What follows belongs to an exercise in optimizing a design on an open flow for a short achievable clock period and few clock cycles; a production flow would make more cautious choices. The RTL was checked by simulation tests, not by an equivalence proof against the original design. Power is estimated from default activity; no workload was simulated.

==> flow/design.v (excerpt) <==
module mm_stream_engine #(
    parameter int N          = 4,
    parameter int DW         = 8,
    parameter int BRAM_DEPTH = 32
) (
    input  logic                                      clk,
    input  logic                                      rst,
    input  logic                                      start,
    input  logic [$clog2(BRAM_DEPTH):0]               rows,
    output logic                                      busy,
    output logic                                      done,
    output logic                                      b_rd_en,
    output logic [$clog2(N)-1:0]                      b_rd_addr,
    input  logic [N*DW-1:0]                           b_rd_data,
    output logic                                      a_rd_en,
    output logic [$clog2(BRAM_DEPTH)-1:0]             a_rd_addr,
    input  logic [N*DW-1:0]                           a_rd_data,
    output logic                                      c_wr_en,
    output logic [$clog2(BRAM_DEPTH)-1:0]             c_wr_addr,
    output logic [N*(2*DW+$clog2(N))-1:0]             c_wr_data
);
Size: ~5,100 cells after synthesis, ~1,300 flip-flops, about 160 I/O pins, about 65,000 µm² of cells after synthesis.
Settings: LEC_CHECK=0, ABC_CLOCK_PERIOD_IN_PS=2300, CAP_MARGIN=20, CORE_MARGIN=2, CORE_UTILIZATION=40, CTS_CLUSTER_DIAMETER=300, CTS_CLUSTER_SIZE=16, PLACE_DENSITY=0.5, SETUP_SLACK_MARGIN=4.15, SLEW_MARGIN=20; clock period 6.5 ns.
run.sh (not shown) runs the stock make flow with config.mk's settings and CLKGATE_MAP_FILE= SYNTH_SCRIPT=/design/flow/synth_recipe.tcl, a recipe that flattens the netlist after the stock synthesis.
Testbench counts at the start, summed over its fixed seeds: cycles 2,878.
Rerun with:
--- a/flow/config.mk
+++ b/flow/config.mk
@@ -9,8 +9,8 @@
 export CAP_MARGIN = 20
 export CORE_MARGIN = 2
-export CORE_UTILIZATION = 40
+export CORE_UTILIZATION = 45
 export CTS_CLUSTER_DIAMETER = 300
-export CTS_CLUSTER_SIZE = 16
-export PLACE_DENSITY = 0.5
+export CTS_CLUSTER_SIZE = 20
+export PLACE_DENSITY = 0.55
 export SETUP_SLACK_MARGIN = 4.15
 export SLEW_MARGIN = 20
Result: Die area came out lower by roughly a tenth; synthesized cell count is unchanged; cell area goes down slightly; setup slack is better by 0.012 ns; power is lower by a few percent.
Rerun with:
--- a/flow/config.mk
+++ b/flow/config.mk
@@ -9,8 +9,8 @@
 export CAP_MARGIN = 20
 export CORE_MARGIN = 2
-export CORE_UTILIZATION = 45
+export CORE_UTILIZATION = 40
 export CTS_CLUSTER_DIAMETER = 300
 export CTS_CLUSTER_SIZE = 20
-export PLACE_DENSITY = 0.55
+export PLACE_DENSITY = 0.5
 export SETUP_SLACK_MARGIN = 4.15
 export SLEW_MARGIN = 20
What happened:
- The new run produced a clean layout
- wire length is higher by 1.8%
- cell area hardly moves
- count of clock-buffer cells in the layout went up by 4
- sequential power is about the same
- non-clock buffer count came out lower by 10
Rerun with:
--- a/flow/config.mk
+++ b/flow/config.mk
@@ -10,6 +10,4 @@
 export CORE_MARGIN = 2
 export CORE_UTILIZATION = 40
-export CTS_CLUSTER_DIAMETER = 300
-export CTS_CLUSTER_SIZE = 20
 export PLACE_DENSITY = 0.5
 export SETUP_SLACK_MARGIN = 4.15
- setup slack is worse by 0.076 ns
- utilization grows by 2.1 points
- via count came out higher by 1.9%
- cell area went up by about 4.4%
- sequential power stays flat
- total power rose by about 14%
Rerun with:
--- a/flow/config.mk
+++ b/flow/config.mk
@@ -9,6 +9,6 @@
 export CAP_MARGIN = 20
 export CORE_MARGIN = 2
-export CORE_UTILIZATION = 40
-export PLACE_DENSITY = 0.5
+export CORE_UTILIZATION = 50
+export PLACE_DENSITY = 0.6
 export SETUP_SLACK_MARGIN = 4.15
 export SLEW_MARGIN = 20
Outcome:
- die area went down by 20%
- register-to-register slack hardly moves
- total power goes down by 1.1%
- area after synthesis does not change
- flip-flop and latch count is unchanged
- combinational power stays flat
- cell area went down by 1.0%
- worst hold slack barely changes
- synthesized cell count stays the same
- core utilization is higher by 11 points
- global-route usage rises by 5.8 points

========
Starting RTL as in the previous note.
clock: 6.5 ns
lec_check: 0
abc_clock_period_in_ps: 2300
cap_margin: 20
core_margin: 2
core_utilization: 45
place_density: 0.55
setup_slack_margin: 4.0
slew_margin: 20
Testbench counts at the start, summed over its fixed seeds: cycles 2,878.
Change:
Settings changed: CORE_UTILIZATION 45 to 40, CTS_CLUSTER_DIAMETER set to 400, CTS_CLUSTER_SIZE set to 20, PLACE_DENSITY 0.55 to 0.5, SETUP_SLACK_MARGIN 4.0 to 4.15.
Effect:
- total power falls by 10%
- sequential cell count does not change
- worst hold slack gets better by 12 ps
- count of clock-buffer cells in the layout falls by 88
- via count rises by 0.31%
- global-route usage falls by 1.4 points
- clock skew rises by 9.3 ps
- area after synthesis stays the same

========
build 98:
Another version of the RTL of mm_stream_engine (not shown whole).
Size in the first run: about 7000 cells after synthesis, ~160 I/O pins, ~79000 um^2 of cells after synthesis.
clock: 6.5 ns
lec_check: 0
abc_clock_period_in_ps: 2700
cap_margin: 20
core_margin: 2
core_utilization: 30
place_density: 0.4
setup_slack_margin: 3.7
slew_margin: 20
tns_end_percent: 20
In summary, build 98 completed successfully, with a layout that passed the timing, design-rule and antenna checks.
Testbench counts of build 98, summed over its fixed seeds: cycles 2,878.
[inputs] build 23 vs build 98
# build 98
export LEC_CHECK = 0
export ABC_CLOCK_PERIOD_IN_PS = 2700
export CAP_MARGIN = 20
export CORE_MARGIN = 2
export CORE_UTILIZATION = 30
export PLACE_DENSITY = 0.4
export SETUP_SLACK_MARGIN = 3.7
export SLEW_MARGIN = 20
export TNS_END_PERCENT = 20
create_clock -name core_clock -period 6.5 [get_ports {clk}]
# build 23
export LEC_CHECK = 0
export ABC_CLOCK_PERIOD_IN_PS = 2700
export CAP_MARGIN = 20
export CELL_PAD_IN_SITES_DETAIL_PLACEMENT = 1
export CORE_MARGIN = 2
export CORE_UTILIZATION = 25
export PLACE_DENSITY = 0.35
export SETUP_SLACK_MARGIN = 3.6
export SLEW_MARGIN = 20
export TNS_END_PERCENT = 10
create_clock -name core_clock -period 6.5 [get_ports {clk}]
Notes after the runs:
Looking only at signed area change from the synthesized netlist to the final layout, and setting everything else aside, the lower value of build 98 and build 23 goes to build 98. Switching portion of total power ended up 0.37 points higher on build 23 than on build 98. Sequential cell count: build 98 vs build 23 identical. Total power density per cell area ends up lower on build 98. Build 23 vs build 98, clock skew went up by 0.016 ns. Delta(maximum frequency, build 23 - build 98) < 0. Build 23 vs. build 98: non-clock buffer instance count of the final layout went down by 0.75%.

========
## job 4706
Another version of the RTL of mm_stream_engine (not shown whole).
For scale: ~5,500 cells after synthesis, roughly 1,400 flip-flops, roughly 68,000 µm² of cells after synthesis.
make LEC_CHECK=0 ABC_CLOCK_PERIOD_IN_PS=2600 CAP_MARGIN=20 CORE_MARGIN=2 CORE_UTILIZATION=30 PLACE_DENSITY=0.4 SETUP_SLACK_MARGIN=3.9 SLEW_MARGIN=20 finish   # period 6.5 ns
Job 4706 has completed all stages; timing, DRC and antenna checks passed.
Testbench counts of job 4706, summed over its fixed seeds: cycles 2,878.
Setup changes, job 4706 to job 9831
Settings: swapping 2600 for 2300 in ABC_CLOCK_PERIOD_IN_PS; swapping 3.9 for 4.15 in SETUP_SLACK_MARGIN.
### Flow results
- Summary: post-layout minimum cycle time, job 9831 worse than job 4706
- [compare] base=job 4706 new=job 9831: global routing usage on met2 decreased by 0.18 points relative to the old numbers; antenna cell count has decreased.

re-timing with driven ports:
No port has a modelled driver above. Below, the same layouts with a new extraction and two added sets of constraints. Step 1 assumes that a clkbuf_16 drives the clock port and a buf_2 every other input. Step 2, shift: input delay + t, output delay - t, t = (earliest + latest rising clock arrival at the registers) / 2. This alone moves slack from input paths to output paths. a / b / c = ideal / step 1 / step 2; a / b = the first two.
run | shift t [ns] | setup slack, ns | worst data-port slew with drivers (ns)
the first run of note 1 | 0.803 | 3.928 / 3.846 / 3.290 | 0.16
the second run of note 1 | 0.794 | 3.940 / 3.857 / 3.294 | 0.13
the third run of note 1 | 0.784 | 3.950 / 3.869 / 3.291 | 0.15
the fourth run of note 1 | 0.855 | 3.874 / 3.793 / 3.264 | 0.15
the fifth run of note 1 | 0.871 | 3.875 / 3.791 / 3.250 | 0.17
the first run of note 2 | 0.881 | 3.812 / 3.730 / 3.150 | 0.12
the second run of note 2 | 0.784 | 3.950 / 3.869 / 3.291 | 0.15
build 98 | 0.909 | 3.509 / 3.413 / 2.672 | 0.27
build 23 | 0.958 | 3.422 / 3.326 / 2.580 | 0.19
job 4706 | 0.897 | 3.824 / 3.777 / 3.074 | 0.17
job 9831 | 0.892 | 3.761 / 3.735 / 3.187 | 0.08
After both steps every run listed still meets setup and hold. The setup slack of build 23, which loses most, moves by -0.096 ns with the drivers and by -0.842 ns with both steps.
